From an optimization exercise on the open Yosys and OpenROAD flow, aimed at small area, a short achievable clock period and few clock cycles; shortcuts taken in it are not production practice.
Only simulation tests tie the RTL to the original design; equivalence was not proved.

Setup of exp/willow:
// matmul_top
module matmul_top (
	input  logic                clk,
	input  logic                reset_n,
	input  logic                dut_valid,
	output logic                dut_ready,
	output matmul_pkg::mm_addr_t a_rd_addr,
	input  matmul_pkg::mm_data_t a_rd_data,
	output matmul_pkg::mm_addr_t b_rd_addr,
	input  matmul_pkg::mm_data_t b_rd_data,
	output logic                c_wr_en,
	output matmul_pkg::mm_addr_t c_wr_addr,
	output matmul_pkg::mm_data_t c_wr_data
);
	logic       elem_first, elem_last, elem_job_last;
	logic       sum_valid, sum_final, job_done;
	logic [6:0] a_addr, b_addr;
	logic [5:0] c_addr;
	assign a_rd_addr = {9'd0, a_addr};
	assign b_rd_addr = {9'd0, b_addr};
	assign c_wr_addr = {10'd0, c_addr};
	matmul_sequencer u_sequencer (
		.clk           (clk),
		.reset_n       (reset_n),
		.dut_valid     (dut_valid),
		.dut_ready     (dut_ready),
		.a_addr        (a_addr),
		.a_rd_data     (a_rd_data),
		.b_addr        (b_addr),
		.b_rd_data     (b_rd_data),
		.elem_first    (elem_first),
		.elem_last     (elem_last),
		.elem_job_last (elem_job_last),
		.job_done      (job_done)
	);
	mac_accumulate u_mac (
		.clk           (clk),
		.reset_n       (reset_n),
		.a_rd_data     (a_rd_data),
		.b_rd_data     (b_rd_data),
		.elem_first    (elem_first),
		.elem_last     (elem_last),
		.elem_job_last (elem_job_last),
		.sum_valid     (sum_valid),
		.sum_final     (sum_final),
		.c_wr_data     (c_wr_data)
	);
	result_writer u_writer (
		.clk       (clk),
		.reset_n   (reset_n),
		.sum_valid (sum_valid),
		.sum_final (sum_final),
		.c_wr_en   (c_wr_en),
		.c_wr_addr (c_addr),
		.job_done  (job_done)
	);
endmodule
Settings: LEC_CHECK=0, ABC_AREA=1, CAP_MARGIN=50, CORE_MARGIN=2, CORE_UTILIZATION=40, SLEW_MARGIN=70, SYNTH_HIERARCHICAL=1; clock period 10.0 ns.
standard.sh (not shown) runs the stock make flow with config.mk's settings and CLKGATE_MAP_FILE= SYNTH_SCRIPT=/design/flow/synth_recipe.tcl, a recipe that flattens the netlist after the stock synthesis.
==> flow/flow/run.sh <==
#!/bin/bash
set -euo pipefail
bash standard.sh "BUFFER_PORTS_ARGS=-buffer_cell sky130_fd_sc_hd__buf_1" \
	SETUP_SLACK_MARGIN=6.5 finish > standard.log 2>&1
Testbench counts of exp/willow, summed over its fixed seeds: cycles 13,659.
#### Input delta (exp/cedar over exp/willow)
-- flow/flow/run.sh --
<<< exp/willow, line 4
	SETUP_SLACK_MARGIN=6.5 finish > standard.log 2>&1
>>> exp/cedar, line 4
	SETUP_SLACK_MARGIN=6.8 finish > standard.log 2>&1
-- flow/config.mk --
<<< exp/willow, line 12
>>> exp/cedar, line 12
export CTS_CLUSTER_DIAMETER = 90
export CTS_CLUSTER_SIZE = 24
==> comparison <==
The count of cell types in the netlist of exp/cedar and that of exp/willow are within noise of each other.
Diff exp/willow..exp/cedar | post-placement cell count | unchanged
Compare exp/cedar and exp/willow | total of clock buffers placed in the layout lower: exp/cedar
As of exp/cedar, design area had fallen slightly compared to exp/willow.
exp/cedar: iteration count of the initial detailed-routing pass is 2 lower than what exp/willow reported.
Routing usage on met3 (lower): exp/willow
[inputs] exp/juniper vs exp/cedar
==> flow/flow/run.sh <==
#!/bin/bash
set -euo pipefail
bash standard.sh "BUFFER_PORTS_ARGS=-buffer_cell sky130_fd_sc_hd__buf_2" \
	SETUP_SLACK_MARGIN=6.5 finish > standard.log 2>&1
-- flow/config.mk --
<<< exp/cedar, line 12
export CTS_CLUSTER_DIAMETER = 90
export CTS_CLUSTER_SIZE = 24
>>> exp/juniper, line 12
export CTS_CLUSTER_DIAMETER = 60
export CTS_CLUSTER_SIZE = 16
Results
exp/juniper vs. exp/cedar: final design instance area without fill saw an increase, area share of buffers outside the clock network rose 0.26 points.
Input-level comparison between exp/maple and exp/juniper:
==> flow/flow/run.sh <==
#!/bin/bash
set -euo pipefail
bash standard.sh "BUFFER_PORTS_ARGS=-buffer_cell sky130_fd_sc_hd__buf_1" \
	SETUP_SLACK_MARGIN=6.5 finish > standard.log 2>&1
-- flow/config.mk --
<<< exp/juniper, line 12
export CTS_CLUSTER_DIAMETER = 60
export CTS_CLUSTER_SIZE = 16
>>> exp/maple, line 12
export CTS_CLUSTER_DIAMETER = 110
export CTS_CLUSTER_SIZE = 30
export PLACE_DENSITY = 0.75
==> comparison <==
Sequential share of cell area: exp/maple and exp/juniper compared, lower one is exp/juniper. exp/maple: clock network area share is 2.6 points lower than what exp/juniper reported. Between exp/maple and exp/juniper, it is exp/maple whose final cell area excluding filler cells is lower, by about 3.5%. [exp/maple] worst path arrival time fell 60 ps relative to exp/juniper. Sort exp/maple and exp/juniper by area share of buffers outside the clock network desc -> top: exp/juniper.
## Diff of input files: exp/garnet against exp/maple
-- flow/flow/run.sh --
<<< exp/maple, line 4
	SETUP_SLACK_MARGIN=6.5 finish > standard.log 2>&1
>>> exp/garnet, line 4
	SETUP_SLACK_MARGIN=6.9 finish > standard.log 2>&1
-- flow/config.mk --
<<< exp/maple, line 14
export PLACE_DENSITY = 0.75
>>> exp/garnet, line 14
--- outcome ---
Of the two candidates, exp/maple has the worse worst hold slack and exp/garnet the better one. exp/garnet vs exp/maple: final core utilization up. First-pass GRT wire length delta for exp/garnet relative to exp/maple: 2.0% higher. Run comparison: exp/garnet timing endpoint of the critical path dut_ready; exp/maple timing endpoint of the critical path u_mac.mid_q[62]. Number of global-route vias before repair came out lower on exp/garnet than on exp/maple. Clock buffer and inverter area fraction after layout in exp/garnet is 0.15 points below exp/maple.
Changes in exp/ember relative to exp/garnet:
-- flow/flow/run.sh --
<<< exp/garnet, line 4
	SETUP_SLACK_MARGIN=6.9 finish > standard.log 2>&1
>>> exp/ember, line 4
	SETUP_SLACK_MARGIN=7 finish > standard.log 2>&1
-- flow/config.mk --
<<< exp/garnet, line 12
export CTS_CLUSTER_DIAMETER = 110
export CTS_CLUSTER_SIZE = 30
>>> exp/ember, line 12
export CTS_CLUSTER_DIAMETER = 60
export CTS_CLUSTER_SIZE = 16
--- outcome ---
- Against exp/garnet, exp/ember comes in 2.5 points lower on multi-input logic portion of the cell area.
- Taking exp/garnet as the reference, in exp/ember final period demand of the worst path moved up; sequential standard cell area up 1.3%.
- exp/garnet has a lower portion of the layout cell area used by non-clock buffers than exp/ember.
- Higher worst hold slack goes to exp/garnet over exp/ember.
- | number of non-clock buffers | higher: exp/ember |
- The global-route usage of exp/ember exceeds that of exp/garnet by 0.83 points.
- Wire: exp/ember routes more than exp/garnet

matmul_top again, from the RTL that the note above started with.
==> flow/config.mk <==
export PLATFORM = sky130hd
export DESIGN_NAME = matmul_top
export DESIGN_NICKNAME = matmul_top
export VERILOG_FILES = /design/flow/design.v
export SDC_FILE = /design/flow/constraint.sdc
export NUM_CORES = 4
export LEC_CHECK = 0
export ABC_AREA = 1
export CAP_MARGIN = 30
export CORE_MARGIN = 2
export CORE_UTILIZATION = 40
export CTS_CLUSTER_DIAMETER = 90
export CTS_CLUSTER_SIZE = 24
export SLEW_MARGIN = 40
export SYNTH_HIERARCHICAL = 1
==> flow/constraint.sdc <==
create_clock -name core_clock -period 10.0 [get_ports {clk}]
set_input_delay 2.0000 -clock core_clock [delete_from_list [all_inputs] [get_ports {clk}]]
set_output_delay 2.0000 -clock core_clock [all_outputs]
set_load 0.01 [all_outputs]
==> flow/flow/run.sh <==
#!/bin/bash
set -euo pipefail
bash standard.sh "BUFFER_PORTS_ARGS=-buffer_cell sky130_fd_sc_hd__buf_1" \
	SETUP_SLACK_MARGIN=6.5 finish > standard.log 2>&1
Testbench counts at the start, summed over its fixed seeds: cycles 13,659.
Edit:
- CAP_MARGIN: 30 -> 50
- GPL_ROUTABILITY_DRIVEN: not set -> 0
- GPL_TIMING_DRIVEN: not set -> 0
- SLEW_MARGIN: 40 -> 70
What happened:
- via count goes up by about 2.2%
- clock-buffer cell count stays the same
- die area stays the same
Edit:
- CTS_CLUSTER_DIAMETER: 90 -> 110
- CTS_CLUSTER_SIZE: 24 -> 30
- GPL_ROUTABILITY_DRIVEN: 0 -> not set
- GPL_TIMING_DRIVEN: 0 -> not set
Routed wire length fell by 4.5%.
Clock-buffer cell count fell by 5.
Synthesized cell count does not change.
Via count fell by 2.7%.
Sequential share of layout area rose by 0.92 points.
Non-clock buffer count fell by 130.
Fmax rose by 5.8%.

separate check: timing with driven ports:
Ports are ideal in the flow. The routed layouts listed here were re-timed in OpenROAD.
Step 1, drivers: a clkbuf_16 drives clk and a buf_2 each remaining input, both assumed.
Step 2 moves the port delays by t, midway between the first and last clock arrival at a register: inputs arrive t later, outputs are due t later. That takes back most of the time a late clock gives input paths.
Three values: ideal ports, drivers, drivers and shift; two values: the first two.
run | t, ns | setup WS [ns] | hold slack, ns | worst setup path at the end | worst slew at a driven data input, ns
exp/willow | 0.654 | 6.696 / 6.679 / 6.622 | 0.334 / 0.334 / 0.334 | input to register | 0.06
exp/cedar | 0.597 | 6.807 / 6.751 / 6.653 | 0.343 / 0.343 / 0.343 | input to register | 0.06
exp/juniper | 0.649 | 6.702 / 6.686 / 6.656 | 0.336 / 0.336 / 0.336 | input to register | 0.06
exp/maple | 0.558 | 6.646 / 6.646 / 6.646 | 0.341 / 0.341 / 0.341 | register to register | 0.07
exp/garnet | 0.566 | 6.819 / 6.763 / 6.679 | 0.350 / 0.349 / 0.349 | input to register | 0.06
exp/ember | 0.652 | 6.770 / 6.711 / 6.612 | 0.344 / 0.344 / 0.344 | input to register | 0.06
the first run of note 2 | 0.601 | 6.497 / 6.497 / 6.497 | 0.342 / 0.342 / 0.342 | register to register | 0.06
the second run of note 2 | 0.596 | 6.537 / 6.537 / 6.537 | 0.336 / 0.336 / 0.336 | register to register | 0.05
the third run of note 2 | 0.567 | 6.726 / 6.724 / 6.685 | 0.350 / 0.350 / 0.350 | input to register | 0.06
After both steps setup and hold are still met in every run listed. For exp/ember, which loses most, drivers alone change the setup slack by -0.059 ns; drivers and shift together by -0.158 ns.
